This design comes from an exercise in tuning for small area on the open sky130 flow, not from production work. The RTL was checked by simulation tests, not by an equivalence proof against the original design. Power and IR drop assume default switching activity.

`flow/design.v`:
```
module wb_req_arbiter #(
   parameter int DATA_W  = 96,
   parameter int THR_W   = 2,
   parameter int NUM_THR = 4,
   parameter int DEPTH   = 2
) (
   input  logic               clock,
   input  logic               reset,
   input  logic               alu_req_valid,
   input  logic [DATA_W-1:0]  alu_req_info,
   input  logic [THR_W-1:0]   alu_thread_id,
   output logic               alu_req_ready,
   input  logic               mul_req_valid,
   input  logic [DATA_W-1:0]  mul_req_info,
   input  logic [THR_W-1:0]   mul_thread_id,
   output logic               mul_req_ready,
   input  logic               cache_req_valid,
   input  logic [DATA_W-1:0]  cache_req_info,
   input  logic [THR_W-1:0]   cache_thread_id,
   output logic               cache_req_ready,
   input  logic [NUM_THR-1:0] flush,
   input  logic               rob_ready,
   output logic               out_valid,
   output logic [DATA_W-1:0]  out_info,
   output logic [THR_W-1:0]   out_thread_id,
   output logic [1:0]         out_source
);
   localparam int         NS      = 3;
   localparam logic [2:0] DEPTH_C = 3'(DEPTH);
   localparam logic [1:0] LAST_C  = 2'(DEPTH - 1);
   logic [NS-1:0][3:0][DATA_W-1:0] info_q;
   logic [NS-1:0][3:0][DATA_W-1:0] info_d;
   logic [NS-1:0][3:0][THR_W-1:0]  thr_q;
   logic [NS-1:0][3:0][THR_W-1:0]  thr_d;
   logic [NS-1:0][3:0]        live_q;
   logic [NS-1:0][3:0]        live_d;
   logic [NS-1:0][1:0]        rd_q;
   logic [NS-1:0][1:0]        rd_d;
   logic [NS-1:0][1:0]        wr_q;
   logic [NS-1:0][1:0]        wr_d;
   logic [NS-1:0][2:0]        cnt_q;
   logic [NS-1:0][2:0]        cnt_d;
   logic [1:0]        rr_q, rr_d;
   logic              out_valid_q, out_valid_d;
   logic [DATA_W-1:0] out_info_q, out_info_d;
   logic [THR_W-1:0]  out_thr_q, out_thr_d;
   logic [1:0]        out_src_q, out_src_d;
   logic [NS-1:0]     in_valid;
   logic [NS-1:0][DATA_W-1:0] in_info;
   logic [NS-1:0][THR_W-1:0]  in_thr;
   logic [NS-1:0]     ready, push, eligible, discard, take, pop;
   logic [NS-1:0][DATA_W-1:0] head_info;
   logic [NS-1:0][THR_W-1:0]  head_thr;
   logic              load, found;
   logic [1:0]        rr_eff, gnt_idx, idx_c;
   logic [2:0]        sum_c;
   assign in_valid   = {cache_req_valid, mul_req_valid, alu_req_valid};
   assign in_info[0] = alu_req_info;
   assign in_info[1] = mul_req_info;
   assign in_info[2] = cache_req_info;
   assign in_thr[0]  = alu_thread_id;
   assign in_thr[1]  = mul_thread_id;
   assign in_thr[2]  = cache_thread_id;
   assign alu_req_ready   = ready[0];
   assign mul_req_ready   = ready[1];
   assign cache_req_ready = ready[2];
   assign out_valid       = out_valid_q;
   assign out_info        = out_info_q;
   assign out_thread_id   = out_thr_q;
   assign out_source      = out_src_q;
   function automatic logic [1:0] next_ptr(input logic [1:0] p);
      next_ptr = (p == LAST_C) ? 2'd0 : p + 2'd1;
   endfunction
   always_comb begin
      for (int s = 0; s < NS; s++) begin
         ready[s]     = (cnt_q[s] < DEPTH_C);
         push[s]      = in_valid[s] && ready[s];
         head_info[s] = info_q[s][rd_q[s]];
         head_thr[s]  = thr_q[s][rd_q[s]];
         eligible[s]  = (cnt_q[s] != 3'd0) && live_q[s][rd_q[s]] && !flush[head_thr[s]];
         discard[s]   = (cnt_q[s] != 3'd0) && !live_q[s][rd_q[s]];
      end
   end
   always_comb begin
      load        = !out_valid_q || rob_ready;
      rr_eff      = (rr_q == 2'd3) ? 2'd0 : rr_q;
      found       = 1'b0;
      gnt_idx     = 2'd0;
      sum_c       = 3'd0;
      idx_c       = 2'd0;
      for (int i = 0; i < NS; i++) begin
         sum_c = {1'b0, rr_eff} + 3'(i);
         idx_c = (sum_c >= 3'd3) ? 2'(sum_c - 3'd3) : 2'(sum_c);
         if (!found && eligible[idx_c]) begin
            found   = 1'b1;
            gnt_idx = idx_c;
         end
      end
      for (int s = 0; s < NS; s++) begin
         take[s] = load && found && (gnt_idx == 2'(s));
         pop[s]  = take[s] || discard[s];
      end
      rr_d        = rr_eff;
      out_valid_d = out_valid_q;
      out_info_d  = out_info_q;
      out_thr_d   = out_thr_q;
      out_src_d   = out_src_q;
      if (load) begin
         if (found) begin
            out_valid_d = 1'b1;
            out_info_d  = head_info[gnt_idx];
            out_thr_d   = head_thr[gnt_idx];
            out_src_d   = gnt_idx;
            rr_d        = (gnt_idx == 2'd2) ? 2'd0 : gnt_idx + 2'd1;
         end else begin
            out_valid_d = 1'b0;
         end
      end else if (flush[out_thr_q]) begin
         out_valid_d = 1'b0;
      end
   end
   always_comb begin
      for (int s = 0; s < NS; s++) begin
         for (int e = 0; e < 4; e++) begin
            if (push[s] && (wr_q[s] == 2'(e))) begin
               info_d[s][e] = in_info[s];
               thr_d[s][e]  = in_thr[s];
               live_d[s][e] = !flush[in_thr[s]];
            end else begin
               info_d[s][e] = info_q[s][e];
               thr_d[s][e]  = thr_q[s][e];
               live_d[s][e] = live_q[s][e] && !flush[thr_q[s][e]];
            end
         end
         wr_d[s]  = push[s] ? next_ptr(wr_q[s]) : wr_q[s];
         rd_d[s]  = pop[s] ? next_ptr(rd_q[s]) : rd_q[s];
         cnt_d[s] = cnt_q[s] + 3'(push[s]) - 3'(pop[s]);
      end
   end
   always_ff @(posedge clock or posedge reset) begin
      if (reset) begin
         for (int s = 0; s < NS; s++) begin
            for (int e = 0; e < 4; e++) begin
               info_q[s][e] <= '0;
               thr_q[s][e]  <= '0;
            end
            live_q[s] <= '0;
            rd_q[s]   <= '0;
            wr_q[s]   <= '0;
            cnt_q[s]  <= '0;
         end
         rr_q        <= 2'd0;
         out_valid_q <= 1'b0;
         out_info_q  <= '0;
         out_thr_q   <= '0;
         out_src_q   <= 2'd0;
      end else begin
         info_q      <= info_d;
         thr_q       <= thr_d;
         live_q      <= live_d;
         rd_q        <= rd_d;
         wr_q        <= wr_d;
         cnt_q       <= cnt_d;
         rr_q        <= rr_d;
         out_valid_q <= out_valid_d;
         out_info_q  <= out_info_d;
         out_thr_q   <= out_thr_d;
         out_src_q   <= out_src_d;
      end
   end
endmodule
```
`flow/config.mk`:
```
export PLATFORM = sky130hd
export DESIGN_NAME = wb_req_arbiter
export DESIGN_NICKNAME = wb_req_arbiter
export VERILOG_FILES = /design/flow/design.v
export SDC_FILE = /design/flow/constraint.sdc
export NUM_CORES = 4
export LEC_CHECK = 0
export CAP_MARGIN = 20
export CORE_MARGIN = 2
export CORE_UTILIZATION = 40
export SLEW_MARGIN = 20
```
`flow/constraint.sdc`:
```
create_clock -name core_clock -period 5.0 [get_ports {clock}]
set_input_delay 1.0000 -clock core_clock [delete_from_list [all_inputs] [get_ports {clock}]]
set_output_delay 1.0000 -clock core_clock [all_outputs]
set_load 0.01 [all_outputs]
```
`flow/run.sh`:
```
#!/bin/bash
# synth_recipe.tcl (not shown) runs the flow's synth.tcl, then flattens the netlist and writes it again
# the make line also repeats each setting of config.mk as NAME=value (left out here)
make -C /OpenROAD-flow-scripts/flow DESIGN_CONFIG=/design/flow/config.mk WORK_HOME=/design/flow/orfs CLKGATE_MAP_FILE= SYNTH_SCRIPT=/design/flow/synth_recipe.tcl finish
```
==> run notes <==
-- final timing paths --
kind / start / to / slack (ns) / cells after the start
setup / recovery: rd_q[4]$_DFFE_PP0P_ / cnt_q[2]$_DFF_PP0_ / 1.08 / 12
hold / removal: info_q[21]$_DFFE_PP0P_ / info_q[21]$_DFFE_PP0P_ / 0.47 / 2
setup reg to reg: rd_q[4]$_DFFE_PP0P_ / cnt_q[2]$_DFF_PP0_ / 1.08 / 12
hold reg to reg: info_q[21]$_DFFE_PP0P_ / info_q[21]$_DFFE_PP0P_ / 0.47 / 2
max in group asynchronous: reset / info_q[992]$_DFFE_PP0P_ / 2.95 / 4
min in group asynchronous: reset / info_q[1043]$_DFFE_PP0P_ / 0.78 / 2
-- registers in the layout (all words and copies together), names as in the netlist --
signal / count
cnt_q: 9
info_q: 1152
live_q: 12
out_info_q: 96
out_src_q: 2
out_thr_q: 2
out_valid_q: 1
rd_q: 6
rr_q: 2
thr_q: 24
wr_q: 6
-- through the flow --
stage	total power (uW)	hold slack, ns	worst slack [ns]	cells	cell area [sq um]
after global placement	28500	0.454	0.672	6083	65700
after floorplan	24200	0.441	-14.14	3945	59100
final	39500	0.468	1.08	6370	70700
after detailed placement	28700	0.461	0.647	6083	65700
after CTS	40000	0.474	1.06	6355	70700
after global routing	41600	0.487	0.926	6366	70700
-- worst min-delay path: stages (launching register included) --
cell	delay, ns
dfrtp_1	0.33
nand2_1	0.05
nand2_1	0.05
-- layout make-up --
type	instances	area (sq um)	area share [%]
tap	1930	2410	3.41
inverter	119	450	0.637
sequential	1312	32900	46.4
multi-input combinational	2225	24800	35.1
clock inverter	37	552	0.780
antenna	14	35.0	0.0495
clock buffer	235	4420	6.24
timing repair buffer	498	5190	7.34
-- logic make-up (layout without fill, tap and decap cells) --
group                      count (synthesis)  after routing  synth area share [%]
muxes                                   1506           1506                  34.6
DFF                                     1312           1312                  55.5
xor gates and xnor gates                   7              7                 0.104
adders and majority gates                 16             16                 0.377
buffers and inverters                    408            889                  2.71
and+or+nand+nor                          463            463                  3.73
other                                      0             14                     0
AOI/OAI and AO/OA                        233            233                  2.97
-- per-layer routing --
metal	wire length, um	GRT usage (%)	vias to the layer above	share of wire [%]
li1	-	-	15307	-
met1	74000	30.5	19112	44
met2	79700	35.7	835	47
met3	9880	5.66	291	5.9
met4	4350	7.23	50	2.6
met5	329	0	-	0.20
-- cell usage in the layout (no fill, tap or decap), types with 54 or more instances in the layout --
cell	Yosys	layout
a211o_1	97	96
a31oi_1	98	98
buf_4	3	56
clkbuf_1	238	54
clkbuf_16	0	153
clkdlybuf4s50_1	0	407
dfrtp_1	1312	1306
inv_1	119	118
mux2_2	1146	1146
mux4_2	313	313
nand2_1	314	311
nor3b_1	97	97
-- power breakdown --
group,switching [uW],internal [uW]
Sequential,1610,13500
Combinational,6050,7250
Clock,4550,6520
Total,12200,27300
==> run notes <==
- Gates resized, CTS repair: 0
- Biggest area consumer among synthesized cells: dfrtp_1
- Initial antenna violation count: 48
- Required time worst endpoint: 5.66 ns
- Bufs and invs on worst path: 2
- Post-CTS setup buffer count: 0
- Setup Total Neg Slack: 0 ns
- Final wirelength: 168000 um
- GP Congestion: 0.799
- Root buf cell: clkbuf_16
- Boundary Pins: 408
- Initial core utilization: 40.1%
- CTS Sinks: 1312
- CTS Buf Count: 151
- Commonest cells in the netlist: 1312 x dfrtp_1, 1146 x mux2_2, 314 x nand2_1
- Via count: 35595
- Proportion of layout cells with a drive suffix above 1: 40.6%
- Final setup viols: 0
- Largest stage delay on the critical path: 0.66 ns
- Max cap viols: 0
- Avg WL per Cell: 26.4 um
- Slew at the pin closest to its max-slew limit: 1.16 ns
- Total Routing Usage GR: 22.6%
- DR iter-0 viols: 1986
- Critical path, cell by cell: mux4_2 -> and3_1 -> a22oi_4 -> o21ai_4 -> a221o_1 -> a41o_1 -> ha_1 -> inv_1 -> ha_1 -> inv_1 -> fa_1 -> xor2_1
- Status: finished clean
- Clock Skews: 0.0263 ns
- Static leakage: 0.0323 uW
- First-pass GRT wire length: 254000 um
- Mapped Area: 0.0591 sq mm
- Critical Path Start Type: flip-flop
- Vias in the first global route: 37878
- Crit path max-delay cell type: dfrtp_4
- Routed Antenna Nets: 0
- Pre-Repair DR Iteration Count: 6
- Die Ht: 389 um
- Cell family with most CP delay: compound AO/OA/AOI/OAI gates
- Die area: 0.151 sq mm
- Fin crit share: 78.3%
- RSZ-0062 raised after global routing: false
- Fin util: 48.0%
- Count of different cell masters after synthesis: 53
- DP HPWL: 105000 um
- Nets: 4627
- Syn_area_per_cell: 15.0 sq um
- Yosys Warn Count: 1
- Synth top area share: 55.5%
- HP Class: reg2reg
- Grt total ovfl: 0
- Synth Register Bits: 1312
- Syn nets: 4265
- Number of flops mapped to enable cells by yosys: 0
- DRC Markers: 0
- Htree depth: 4
- IO Port Bufs: 407
- Synth Instances: 3945
- Final min period: 3.92 ns
- Ys flop type: dfrtp_1
- Seq/Total Area, Yosys: 55.5%
- Number of core rows: 141
- Post-synth ARST share: 100%
- DIE WIDTH: 389 um
- Clock Latency Late Sink: 0.79 ns
- Largest net degree at the start of global routing: 115
- CP Capture Type: flip-flop
- Synth-to-layout area growth: 19.6%
- CTS clk-pin slew, worst paths: 0.06 ns
- Crit path DAT: 4.57 ns
- Fmax achieved: 0.255 GHz
- Slew Viols, Final: 0
- CTS tree: done
- Peak supply drop: 0.420 mV
- Final hold viol count: 0
- Via/cell ratio: 5.59
- Kind of critical path: reg2reg
- Slew margin rel.: 22.7%
- Clock buffer depth: 3
- Top-count cell post-synth: dfrtp_1
- Largest cells by area after synthesis: dfrtp_1 56%, mux2_2 22%, mux4_2 12%
- PwrDens: 558 mW/mm^2
- Hold-fix buffer count after cts: 0
- Filler cells: 12771
- Placeable Area: 0.147 sq mm
- Maximum fanout along the worst path: 13

afterwards: timing with drivers on the ports:
The flow's constraints put no driver on any port. The routed layout listed below was extracted and timed again, unchanged, in two steps.
Step 1 assumes that a clkbuf_16 drives the clock port and a buf_2 every other input.
Step 2 also shifts input and output timing later by t, the mid clock arrival at the registers, as if the neighbouring blocks saw the same clock.
Three values: ideal ports, drivers, drivers and shift; two values: the first two.
shift t [ns]: 0.849
slack for setup (ns): 1.085 / 1.085 / 0.576
hold slack, ns: 0.468 / 0.468 / 0.468
slew at the worst register clock pin (ns): 0.06 / 0.06
pins driven straight from the clock port: 1
After both steps this run still meets setup and hold. The setup slack of this run moves by 0.000 ns with the drivers and by -0.509 ns with both steps.
